From an optimization exercise on the open Yosys and OpenROAD flow, aimed at small area; shortcuts taken in it are not production practice. At most, simulation tests tie the RTL to the original design; equivalence was not proved. Power is estimated from default activity; no workload was simulated.

// cam_if_top
module cam_if_top (
    input  logic                   s_cam_clk_dft,
    input  logic                   rstn_i,
    input  logic                   cfg_valid_i,
    input  logic                   cfg_rwn_i,
    input  cam_cfg_pkg::cfg_addr_e cfg_addr_i,
    input  cam_cfg_pkg::cfg_word_t cfg_data_i,
    output cam_cfg_pkg::cfg_word_t cfg_data_o,
    output logic                   cfg_ready_o,
    input  cam_pix_pkg::pix_byte_t cam_data_i,
    input  logic                   cam_hsync_i,
    input  logic                   cam_vsync_i,
    output cam_pix_pkg::out_word_t data_o,
    output logic                   data_valid_o,
    input  logic                   data_ready_i,
    output logic                   frame_evt_o
);
Size in the first run: ~120 I/O pins, roughly 20000 um2 of cells after synthesis.
clock: 8.0 ns
lec_check: 0
abc_area: 1
cap_margin: 20
core_margin: 2
core_utilization: 60
cts_cluster_diameter: 100
cts_cluster_size: 24
slew_margin: 20
standard.sh (not shown) runs the stock make flow with config.mk's settings and CLKGATE_MAP_FILE= SYNTH_SCRIPT=/design/flow/synth_recipe.tcl, a recipe that flattens the netlist after the stock synthesis.
==> flow/flow/run.sh <==
#!/bin/bash
set -euo pipefail
export BUFFER_PORTS_ARGS="-buffer_cell sky130_fd_sc_hd__buf_1"
export CTS_ARGS="-sink_clustering_enable -repair_clock_nets -dont_use_dummy_load -sink_clustering_size 24 -sink_clustering_max_diameter 100"
bash standard.sh > flow_make.log 2>&1
Edit:
==> flow/run.sh (new file) <==
#!/bin/bash
# synth_recipe.tcl (not shown) runs the flow's synth.tcl, then flattens the netlist and writes it again
# the make line also repeats each setting of config.mk as NAME=value (left out here)
make -C /OpenROAD-flow-scripts/flow DESIGN_CONFIG=/design/flow/config.mk WORK_HOME=/design/flow/orfs CLKGATE_MAP_FILE= SYNTH_SCRIPT=/design/flow/synth_recipe.tcl finish
- ABC_AREA: 1 -> default
removed: flow/flow/run.sh
removed: flow/standard.sh
Design area increases by about 6%.
Critical path depth fell by 3.
Cell count decreases by about 18%.
Via count went down by 13%.
Global-route usage falls by 2.1 points.
Clock-buffer cell count goes up by 5.
Setup slack gains 0.019 ns.
Register-to-register slack gets better by 0.02 ns.
Edit:
- ABC_AREA: default -> 1
- CAP_MARGIN: 20 -> 0
- GPL_TIMING_DRIVEN: default -> 0
- SLEW_MARGIN: 20 -> 0
Effect: The changed run finished with timing, DRC and antenna clean. Setup slack is worse by 0.12 ns. Register-to-register slack is worse by 0.12 ns. Utilization grows by 0.82 points. Die area fell by 2.4%. Wire length rises by 11%. Worst hold slack loses 0.0066 ns. Clock-buffer cell count drops by 2.
Edit:
- CAP_MARGIN: 0 -> 20
- GPL_TIMING_DRIVEN: 0 -> default
- SLEW_MARGIN: 0 -> 20
=> Wire length decreases by a few percent; total power drops slightly; via count goes down by a few percent; non-clock buffer count goes down by 53; setup slack is better by 0.088 ns; clock-buffer cell count stays the same; flip-flop and latch count stays the same; utilization is lower by 0.51 points; global-route usage decreases by 2.5 points.

Setup of oak:
cam_if_top, a different RTL version from the one above (not shown whole).
For scale: about 2,100 cells after synthesis, ~320 flip-flops, roughly 120 I/O pins, roughly 21,000 um2 of cells after synthesis.
make LEC_CHECK=0 CAP_MARGIN=20 CORE_MARGIN=2 CORE_UTILIZATION=60 CTS_BUF_LIST='sky130_fd_sc_hd__clkbuf_2 sky130_fd_sc_hd__clkbuf_4 sky130_fd_sc_hd__clkbuf_8' SLEW_MARGIN=20 finish   # period 8.0 ns
run.sh (not shown) runs the stock make flow with config.mk's settings and CLKGATE_MAP_FILE= SYNTH_SCRIPT=/design/flow/synth_recipe.tcl, a recipe that flattens the netlist after the stock synthesis.
Stock flow here: none of the scripts above is used.
oak went all the way through the flow, and no timing, DRC or antenna check failed.
Input-level comparison between pine and oak:
- swapping 60 for 40 in CORE_UTILIZATION
- swapping sky130_fd_sc_hd__clkbuf_2 sky130_fd_sc_hd__clkbuf_4 sky130_fd_sc_hd__clkbuf_8 for sky130_fd_sc_hd__clkbuf_4 in CTS_BUF_LIST
### Flow results
Routed wire in pine totals more than in oak.
Re fraction of standard cell area that is sequential: pine is 0.52 points down on oak.
Cmp oak and pine / first-iteration DRC count / higher: oak
Comparing oak against pine, there is no change at all in share of flip-flops with an asynchronous set or reset.
[inputs] birch vs pine
- removing CTS_BUF_LIST (formerly sky130_fd_sc_hd__clkbuf_4)
Results
For the multi-input gate share of total cell area, birch came in 0.36 points lower than pine did. Total power of birch is higher than that of pine. Looking at internal power consumption, birch sits 0.33 mW above pine. ~same net switching power figure in birch and pine.
No functional check of the RTL was part of any run of this note.

==> port drivers added, routing unchanged <==
The flow's constraints put no driver on any port. The routed layouts listed below were extracted and timed again, unchanged, in two steps.
Step 1, drivers: a clkbuf_16 drives s_cam_clk_dft and a buf_2 each remaining input, both assumed.
Step 2 also shifts input and output timing later by t, the mid clock arrival at the registers, as if the neighbouring blocks saw the same clock.
a / b / c = ideal / step 1 / step 2; a / b = the first two.
run	shift t [ns]	setup WS [ns]	worst setup path after step 2	pins driven straight from the clock port
the first run of note 1	0.556	0.249 / 0.249 / 0.249	register to register	1
the second run of note 1	0.584	0.269 / 0.269 / 0.269	register to register	1
the third run of note 1	0.566	0.150 / 0.150 / 0.150	register to register	1
the fourth run of note 1	0.587	0.238 / 0.238 / 0.238	register to register	1
oak	0.709	0.383 / 0.383 / 0.383	register to register	1
pine	0.859	0.394 / 0.394 / 0.394	register to register	1
birch	0.618	0.449 / 0.449 / 0.449	register to register	1
After both steps every run listed still meets setup and hold.
